This is an optimization exercise on Yosys and OpenROAD, whose aim is small area, a short achievable clock period and few clock cycles, not a production implementation. Power and IR drop assume default switching activity.

==> flow/design.v <==
package wu_pkg;
   localparam int LANES  = 4;
   localparam int LANE_W = 16;
   localparam int WORD_W = LANES * LANE_W;
   localparam int ADDR_W = 24;
   localparam int LG_SLICE_WORDS = 3;
   localparam int SLICE_WORDS    = 1 << LG_SLICE_WORDS;
   localparam int LR_SHIFT = 3;
   localparam int NSLOT = 3;
   typedef logic        [WORD_W-1:0] word_t;
   typedef logic signed [LANE_W-1:0] lane_t;
   typedef logic        [ADDR_W-1:0] addr_t;
   typedef logic        [7:0]        node_t;
   typedef logic        [31:0]       len_t;
endpackage
`timescale 1ns/100ps
module sync_fifo #(
   parameter int DW    = 64,
   parameter int DEPTH = 3
) (
   input  logic          clk,
   input  logic          reset,
   input  logic [DW-1:0] wr_data,
   input  logic          wr_en,
   input  logic          rd_en,
   output logic [DW-1:0] rd_data,
   output logic          empty,
   output logic          full,
   output logic          empty_n,    
   output logic          full_n      
);
   localparam int PTR_W = (DEPTH > 1) ? $clog2(DEPTH) : 1;
   logic [DW-1:0]    mem [DEPTH];
   logic [PTR_W-1:0] wr_ptr;
   logic [PTR_W-1:0] rd_ptr;
   logic [PTR_W:0]   level;
   logic [PTR_W:0]   level_n;
   assign rd_data = mem[rd_ptr];
   always_comb begin
      level_n = level;
      if (wr_en && !rd_en) level_n = level + 1'b1;
      else if (rd_en && !wr_en) level_n = level - 1'b1;
   end
   assign empty_n = (level_n == '0);
   assign full_n  = (level_n == (PTR_W+1)'(DEPTH));
   always_ff @(posedge clk) begin
      if (wr_en) mem[wr_ptr] <= wr_data;
   end
   always_ff @(posedge clk) begin
      if (reset) begin
         wr_ptr <= '0;
         rd_ptr <= '0;
         level  <= '0;
         empty  <= 1'b1;
         full   <= 1'b0;
      end else begin
         if (wr_en) wr_ptr <= (wr_ptr == PTR_W'(DEPTH - 1)) ? '0 : wr_ptr + 1'b1;
         if (rd_en) rd_ptr <= (rd_ptr == PTR_W'(DEPTH - 1)) ? '0 : rd_ptr + 1'b1;
         level <= level_n;
         empty <= empty_n;
         full  <= full_n;
      end
   end
endmodule
`timescale 1ns/100ps
module slice_walker
(
   input  logic  clk,
   input  logic  reset,
   input  logic  start,
   input  logic  start_lin,     
   input  logic  lin,           
   input  logic  step,
   input  wu_pkg::node_t node_id,
   input  wu_pkg::node_t num_node,
   input  wu_pkg::len_t  total_length,
   output logic  addr_valid,
   output wu_pkg::addr_t addr,
   output logic  slice_done,    
   output logic  len_last       
);
   localparam int HI_W = wu_pkg::ADDR_W - wu_pkg::LG_SLICE_WORDS;
   wu_pkg::node_t first_slice;
   wu_pkg::node_t num_q;
   wu_pkg::node_t num_m1_q;
   logic          first0_q;
   logic                              active;
   logic [HI_W-1:0]                   hi;         
   logic [wu_pkg::LG_SLICE_WORDS-1:0] lo;
   wu_pkg::node_t                     si;         
   logic                              at_own_q;
   logic                              at_last_q;
   logic [8:0]                        xq;         
   logic [HI_W-1:0]                   hi_next;
   logic                              slice_end;
   logic [HI_W:0]                     left;       
   logic [HI_W:0]                     left_dec;
   logic                              left_le1;
   assign first_slice = (start_lin || (node_id == num_node - 1'b1)) ? 8'd0 : node_id + 1'b1;
   assign slice_end  = &lo;
   assign slice_done = step && slice_end;
   assign addr_valid = active;
   assign addr       = {hi, lo};
   fast_add #(.W(HI_W)) i_hi_add (
      .a (hi), .b ({{(HI_W-9){xq[8]}}, xq}), .cin (1'b1), .sum (hi_next), .cout ()
   );
   fast_add #(.W(HI_W+1)) i_left_dec (
      .a (left), .b ('1), .cin (1'b0), .sum (left_dec), .cout ()
   );
   assign left_le1 = (left[HI_W:1] == '0);
   assign len_last = left_le1 && (lo == total_length[2:0] - 3'd1);
   always_ff @(posedge clk) begin
      num_q     <= num_node;
      num_m1_q  <= num_node - 1'b1;
      first0_q  <= (node_id == num_node - 1'b1);
      at_own_q  <= (si == node_id);
      at_last_q <= (si == num_m1_q);
      if (lin) xq <= 9'd0;
      else if (at_own_q) xq <= first0_q ? 9'd0 : {1'b0, num_q};
      else if (at_last_q) xq <= ~{1'b0, num_m1_q};
      else xq <= 9'd0;
   end
   always_ff @(posedge clk) begin
      if (reset) begin
         active <= 1'b0;
         hi     <= '0;
         lo     <= '0;
         si     <= '0;
         left   <= '0;
      end else if (start) begin
         active <= 1'b1;
         hi     <= HI_W'(first_slice);
         lo     <= '0;
         si     <= first_slice;
         left   <= (HI_W+1)'(total_length[wu_pkg::ADDR_W:3]) + (HI_W+1)'(total_length[2:0] != 3'd0);
      end else if (step) begin
         lo <= lo + 1'b1;
         if (slice_end) begin
            hi <= hi_next;
            si <= at_last_q ? 8'd0 : si + 1'b1;
            if (!left_le1) left <= left_dec;
            if (at_own_q && left_le1) active <= 1'b0;
         end
      end
   end
endmodule
`timescale 1ns/100ps
module fast_add #(
   parameter int W = 16
) (
   input  logic [W-1:0] a,
   input  logic [W-1:0] b,
   input  logic         cin,
   output logic [W-1:0] sum,
   output logic         cout
);
   localparam int LV = (W > 1) ? $clog2(W) : 1;
   logic [W-1:0] p0;
   logic [W-1:0] g [LV+1];
   logic [W-1:0] p [LV+1];
   assign p0   = a ^ b;
   assign g[0] = (a & b) | {{(W-1){1'b0}}, p0[0] & cin};
   assign p[0] = p0;
   for (genvar l = 0; l < LV; l++) begin : g_lv
      for (genvar i = 0; i < W; i++) begin : g_bit
         if ((i >> l) & 1) begin : g_join
            localparam int J = ((i >> l) << l) - 1;
            assign g[l+1][i] = g[l][i] | (p[l][i] & g[l][J]);
            assign p[l+1][i] = p[l][i] & p[l][J];
         end else begin : g_pass
            assign g[l+1][i] = g[l][i];
            assign p[l+1][i] = p[l][i];
         end
      end
   end
   assign sum  = p0 ^ {g[LV][W-2:0], cin};
   assign cout = g[LV][W-1];
endmodule
`timescale 1ns/100ps
module weight_update
(
   input  logic  clk,
   input  logic  reset,
   input  logic  cmd_valid,
   input  logic  cmd_init,
   output logic  cmd_ready,
   input  wu_pkg::word_t weight_in,
   input  logic  weight_valid,
   output logic  weight_ready,
   input  wu_pkg::word_t gradient_in,
   input  logic  gradient_valid,
   output logic  gradient_ready,
   output wu_pkg::word_t result_out,
   output logic  result_valid,
   input  logic  result_ready,
   input  wu_pkg::len_t  total_length,
   input  wu_pkg::node_t node_id,
   input  wu_pkg::node_t num_node,
   output wu_pkg::addr_t avs_address,
   output wu_pkg::word_t avs_writedata,
   output logic  avs_read,
   output logic  avs_write,
   input  wu_pkg::word_t avs_readdata,
   input  logic  avs_waitrequest,
   input  logic  avs_readdatavalid
);
   localparam int CNT_W = $clog2(wu_pkg::NSLOT + 1);
   localparam int HI_W  = wu_pkg::ADDR_W - wu_pkg::LG_SLICE_WORDS;
   typedef enum logic [1:0] {S_IDLE, S_INIT, S_WALK} state_t;
   state_t        state, state_n;
   logic          cmd_rdy_q;
   logic          init_done, init_done_n;
   logic          wrdy_q;          
   logic          grdy_q;          
   logic [CNT_W-1:0] rd_cnt;       
   wu_pkg::word_t upd_q;           
   logic          w_need, w_need_n;      
   logic          res_need, res_need_n;  
   logic          rd_act;
   wu_pkg::addr_t rd_addr;
   logic          rd_cross;
   wu_pkg::addr_t wr_addr;
   logic [HI_W-1:0] wr_prev_hi;
   logic [wu_pkg::LG_SLICE_WORDS-1:0] wr_lo;
   logic          wr_behind;
   wu_pkg::word_t head;
   logic          head_empty, head_empty_n;
   logic          buf_full, buf_full_n;
   wu_pkg::word_t grad;
   wu_pkg::word_t upd_word;
   logic bus_free, wr_acc, upd_free, load, w_take;
   logic wr_cand, rd_cand, issue_rd, issue_wr;
   logic walk_start, init_end, walk_end, cmd_acc;
   logic in_init, in_walk, take_last;
   assign in_init = (state == S_INIT);
   assign in_walk = (state == S_WALK);
   assign grad = in_walk ? gradient_in : '0;
   for (genvar i = 0; i < wu_pkg::LANES; i++) begin : g_lane
      logic [wu_pkg::LANE_W-1:0] gl;
      assign gl = grad[i*wu_pkg::LANE_W +: wu_pkg::LANE_W];
      fast_add #(.W(wu_pkg::LANE_W)) i_sub (
         .a   (head[i*wu_pkg::LANE_W +: wu_pkg::LANE_W]),
         .b   (~{{wu_pkg::LR_SHIFT{gl[wu_pkg::LANE_W-1]}}, gl[wu_pkg::LANE_W-1:wu_pkg::LR_SHIFT]}),
         .cin (1'b1),
         .sum (upd_word[i*wu_pkg::LANE_W +: wu_pkg::LANE_W]),
         .cout ()
      );
   end
   assign cmd_ready      = cmd_rdy_q;
   assign cmd_acc        = cmd_valid && cmd_rdy_q;
   assign weight_ready   = wrdy_q;
   assign gradient_ready = grdy_q;
   assign result_valid   = res_need;
   assign result_out     = upd_q;
   assign avs_writedata  = upd_q;
   assign bus_free = !(avs_read || avs_write) || !avs_waitrequest;
   assign wr_acc   = avs_write && !avs_waitrequest;
   assign upd_free = (!w_need || wr_acc) && (!res_need || result_ready);
   assign w_take = wrdy_q && weight_valid;
   assign load   = in_init ? (!head_empty && upd_free) : (grdy_q && gradient_valid);
   assign wr_cand  = load || (w_need && !avs_write);
   assign rd_cand  = in_walk && rd_act && (rd_cnt < CNT_W'(wu_pkg::NSLOT));
   assign issue_wr = bus_free && wr_cand;
   assign issue_rd = bus_free && !wr_cand && rd_cand;
   assign init_end   = in_init && init_done && head_empty && (!w_need || wr_acc);
   assign walk_start = (cmd_acc && !cmd_init) || init_end;
   assign walk_end   = in_walk && !rd_act && (rd_cnt == '0) && upd_free;
   slice_walker i_walker (
      .clk (clk), .reset (reset),
      .start (walk_start || cmd_acc), .start_lin ((state == S_IDLE) && cmd_init), .lin (in_init),
      .step (in_init ? w_take : issue_rd),
      .node_id (node_id), .num_node (num_node), .total_length (total_length),
      .addr_valid (rd_act), .addr (rd_addr), .slice_done (rd_cross), .len_last (take_last)
   );
   assign wr_addr = {wr_behind ? wr_prev_hi : rd_addr[wu_pkg::ADDR_W-1:wu_pkg::LG_SLICE_WORDS], wr_lo};
   always_ff @(posedge clk) begin
      if (rd_cross) wr_prev_hi <= rd_addr[wu_pkg::ADDR_W-1:wu_pkg::LG_SLICE_WORDS];
      if (reset || walk_start || cmd_acc) begin
         wr_lo     <= '0;
         wr_behind <= 1'b0;
      end else begin
         if (issue_wr) wr_lo <= wr_lo + 1'b1;
         if (rd_cross) wr_behind <= 1'b1;
         else if (issue_wr && (&wr_lo)) wr_behind <= 1'b0;
      end
   end
   sync_fifo #(.DW(wu_pkg::WORD_W), .DEPTH(wu_pkg::NSLOT)) i_buf (
      .clk (clk), .reset (reset),
      .wr_data (in_init ? weight_in : avs_readdata), .wr_en (in_init ? w_take : avs_readdatavalid),
      .rd_en (load), .rd_data (head), .empty (head_empty), .full (buf_full),
      .empty_n (head_empty_n), .full_n (buf_full_n)
   );
   always_comb begin
      state_n = state;
      case (state)
         S_IDLE:  if (cmd_acc) state_n = cmd_init ? S_INIT : S_WALK;
         S_INIT:  if (init_end) state_n = S_WALK;
         S_WALK:  if (walk_end) state_n = S_IDLE;
         default: state_n = S_IDLE;
      endcase
      w_need_n   = load ? 1'b1 : (w_need && !wr_acc);
      res_need_n = load ? in_walk : (res_need && !result_ready);
      init_done_n = cmd_acc ? 1'b0 : (init_done || (w_take && take_last));
   end
   always_ff @(posedge clk) begin
      if (load) upd_q <= upd_word;
      if (issue_rd) avs_address <= rd_addr;
      else if (issue_wr) avs_address <= wr_addr;
   end
   always_ff @(posedge clk) begin
      if (reset) begin
         state     <= S_IDLE;
         cmd_rdy_q <= 1'b0;
         init_done <= 1'b0;
         wrdy_q    <= 1'b0;
         grdy_q    <= 1'b0;
         rd_cnt    <= '0;
         w_need    <= 1'b0;
         res_need  <= 1'b0;
         avs_read  <= 1'b0;
         avs_write <= 1'b0;
      end else begin
         if (bus_free) begin
            avs_read  <= issue_rd;
            avs_write <= issue_wr;
         end
         rd_cnt    <= rd_cnt + CNT_W'(issue_rd) - CNT_W'(load && in_walk);
         state     <= state_n;
         w_need    <= w_need_n;
         res_need  <= res_need_n;
         init_done <= init_done_n;
         cmd_rdy_q <= (state_n == S_IDLE);
         wrdy_q    <= (state_n == S_INIT) && !init_done_n && !buf_full_n;
         grdy_q    <= (state_n == S_WALK) && !head_empty_n && !w_need_n && !res_need_n;
      end
   end
endmodule
clock: 6.0 ns
lec_check: 0
abc_clock_period_in_ps: 2600
cap_margin: 20
core_margin: 2
core_utilization: 40
setup_slack_margin: 3.4
slew_margin: 20
run.sh (not shown) runs the stock make flow with config.mk's settings and CLKGATE_MAP_FILE= SYNTH_SCRIPT=/design/flow/synth_recipe.tcl, a recipe that flattens the netlist after the stock synthesis.
Edit:
--- a/flow/design.v
+++ b/flow/design.v
@@ -224,25 +224,27 @@
    logic [wu_pkg::LG_SLICE_WORDS-1:0] wr_lo;
    logic          wr_behind;
    wu_pkg::word_t head;
    logic          head_empty, head_empty_n;
    logic          buf_full, buf_full_n;
-   wu_pkg::word_t grad;
+   localparam int GL_W = wu_pkg::LANE_W - wu_pkg::LR_SHIFT;
+   logic [wu_pkg::LANES*GL_W-1:0] gsh_q;    
+   logic          g_full, g_full_n;
+   logic          g_take;
    wu_pkg::word_t upd_word;
    logic bus_free, wr_acc, upd_free, load, w_take;
    logic wr_cand, rd_cand, issue_rd, issue_wr;
    logic walk_start, init_end, walk_end, cmd_acc;
    logic in_init, in_walk, take_last;
    assign in_init = (state == S_INIT);
    assign in_walk = (state == S_WALK);
-   assign grad = in_walk ? gradient_in : '0;
    for (genvar i = 0; i < wu_pkg::LANES; i++) begin : g_lane
-      logic [wu_pkg::LANE_W-1:0] gl;
-      assign gl = grad[i*wu_pkg::LANE_W +: wu_pkg::LANE_W];
+      logic [GL_W-1:0] gl;
+      assign gl = gsh_q[i*GL_W +: GL_W];
       fast_add #(.W(wu_pkg::LANE_W)) i_sub (
          .a   (head[i*wu_pkg::LANE_W +: wu_pkg::LANE_W]),
-         .b   (~{{wu_pkg::LR_SHIFT{gl[wu_pkg::LANE_W-1]}}, gl[wu_pkg::LANE_W-1:wu_pkg::LR_SHIFT]}),
+         .b   (~{{wu_pkg::LR_SHIFT{gl[GL_W-1]}}, gl}),
          .cin (1'b1),
          .sum (upd_word[i*wu_pkg::LANE_W +: wu_pkg::LANE_W]),
          .cout ()
       );
    end
@@ -255,15 +257,16 @@
    assign avs_writedata  = upd_q;
    assign bus_free = !(avs_read || avs_write) || !avs_waitrequest;
    assign wr_acc   = avs_write && !avs_waitrequest;
    assign upd_free = (!w_need || wr_acc) && (!res_need || result_ready);
    assign w_take = wrdy_q && weight_valid;
-   assign load   = in_init ? (!head_empty && upd_free) : (grdy_q && gradient_valid);
+   assign g_take = grdy_q && gradient_valid;
+   assign load   = !head_empty && upd_free && (in_init || (in_walk && g_full));
    assign wr_cand  = load || (w_need && !avs_write);
    assign rd_cand  = in_walk && rd_act && (rd_cnt < CNT_W'(wu_pkg::NSLOT));
-   assign issue_wr = bus_free && wr_cand;
-   assign issue_rd = bus_free && !wr_cand && rd_cand;
+   assign issue_rd = bus_free && rd_cand;
+   assign issue_wr = bus_free && !rd_cand && wr_cand;
    assign init_end   = in_init && init_done && head_empty && (!w_need || wr_acc);
    assign walk_start = (cmd_acc && !cmd_init) || init_end;
    assign walk_end   = in_walk && !rd_act && (rd_cnt == '0) && upd_free;
    slice_walker i_walker (
       .clk (clk), .reset (reset),
@@ -299,10 +302,18 @@
          default: state_n = S_IDLE;
       endcase
       w_need_n   = load ? 1'b1 : (w_need && !wr_acc);
       res_need_n = load ? in_walk : (res_need && !result_ready);
       init_done_n = cmd_acc ? 1'b0 : (init_done || (w_take && take_last));
+      g_full_n    = g_take || (g_full && !load);
+   end
+   always_ff @(posedge clk) begin
+      if (reset || g_take || load) begin
+         for (int i = 0; i < wu_pkg::LANES; i++) begin
+            gsh_q[i*GL_W +: GL_W] <= (g_take && !reset) ? gradient_in[i*wu_pkg::LANE_W + wu_pkg::LR_SHIFT +: GL_W] : '0;
+         end
+      end
    end
    always_ff @(posedge clk) begin
       if (load) upd_q <= upd_word;
       if (issue_rd) avs_address <= rd_addr;
       else if (issue_wr) avs_address <= wr_addr;
@@ -312,10 +323,11 @@
          state     <= S_IDLE;
          cmd_rdy_q <= 1'b0;
          init_done <= 1'b0;
          wrdy_q    <= 1'b0;
          grdy_q    <= 1'b0;
+         g_full    <= 1'b0;
          rd_cnt    <= '0;
          w_need    <= 1'b0;
          res_need  <= 1'b0;
          avs_read  <= 1'b0;
          avs_write <= 1'b0;
@@ -329,9 +341,11 @@
          w_need    <= w_need_n;
          res_need  <= res_need_n;
          init_done <= init_done_n;
          cmd_rdy_q <= (state_n == S_IDLE);
          wrdy_q    <= (state_n == S_INIT) && !init_done_n && !buf_full_n;
-         grdy_q    <= (state_n == S_WALK) && !head_empty_n && !w_need_n && !res_need_n;
+         g_full    <= g_full_n;
+         grdy_q    <= (state_n == S_WALK) && !g_full_n &&
+                      ((rd_cnt + CNT_W'(issue_rd) - CNT_W'(load && in_walk)) != '0);
       end
    end
 endmodule
Outcome: Clock power increases by 8.0%. Power increases by 7.1%. Core utilization decreases by 3.8 points. Sequential power increases by 13%. Global-route usage decreases by 0.93 points. Register-to-register slack gets better by 340 ps. Design area increases by 2.6%. Clock skew decreases by 3.3 ps. Cell count increases by 2.4%. Via count increases by 3.6%. Synthesized area increases by 10%. Clock-buffer cell count increases by 22. Routed wire length increases by 5.2%.
No functional check of the RTL was part of any run of this note.

## what the ideal ports hide
The results above use ideal ports. As a check the final layouts listed here were re-extracted and re-timed, cells and wires unchanged.
Step 1, drivers: a clkbuf_16 drives clk and a buf_2 each remaining input, both assumed.
Step 2 also shifts input and output timing later by t, the mid clock arrival at the registers, as if the neighbouring blocks saw the same clock.
Slacks: no drivers / after step 1 / after step 2; pairs: no drivers / after step 1.
run	shift t [ns]	slack for setup (ns)	hold slack, ns	worst slew at a driven data input, ns
the first run	0.617	2.781 / 2.763 / 2.146	0.479 / 0.479 / 0.479	0.12
the second run	0.635	3.120 / 3.120 / 2.817	0.464 / 0.464 / 0.464	0.12
After both steps every run listed still meets setup and hold. For the first run, which loses most, drivers alone change the setup slack by -0.018 ns; drivers and shift together by -0.635 ns.
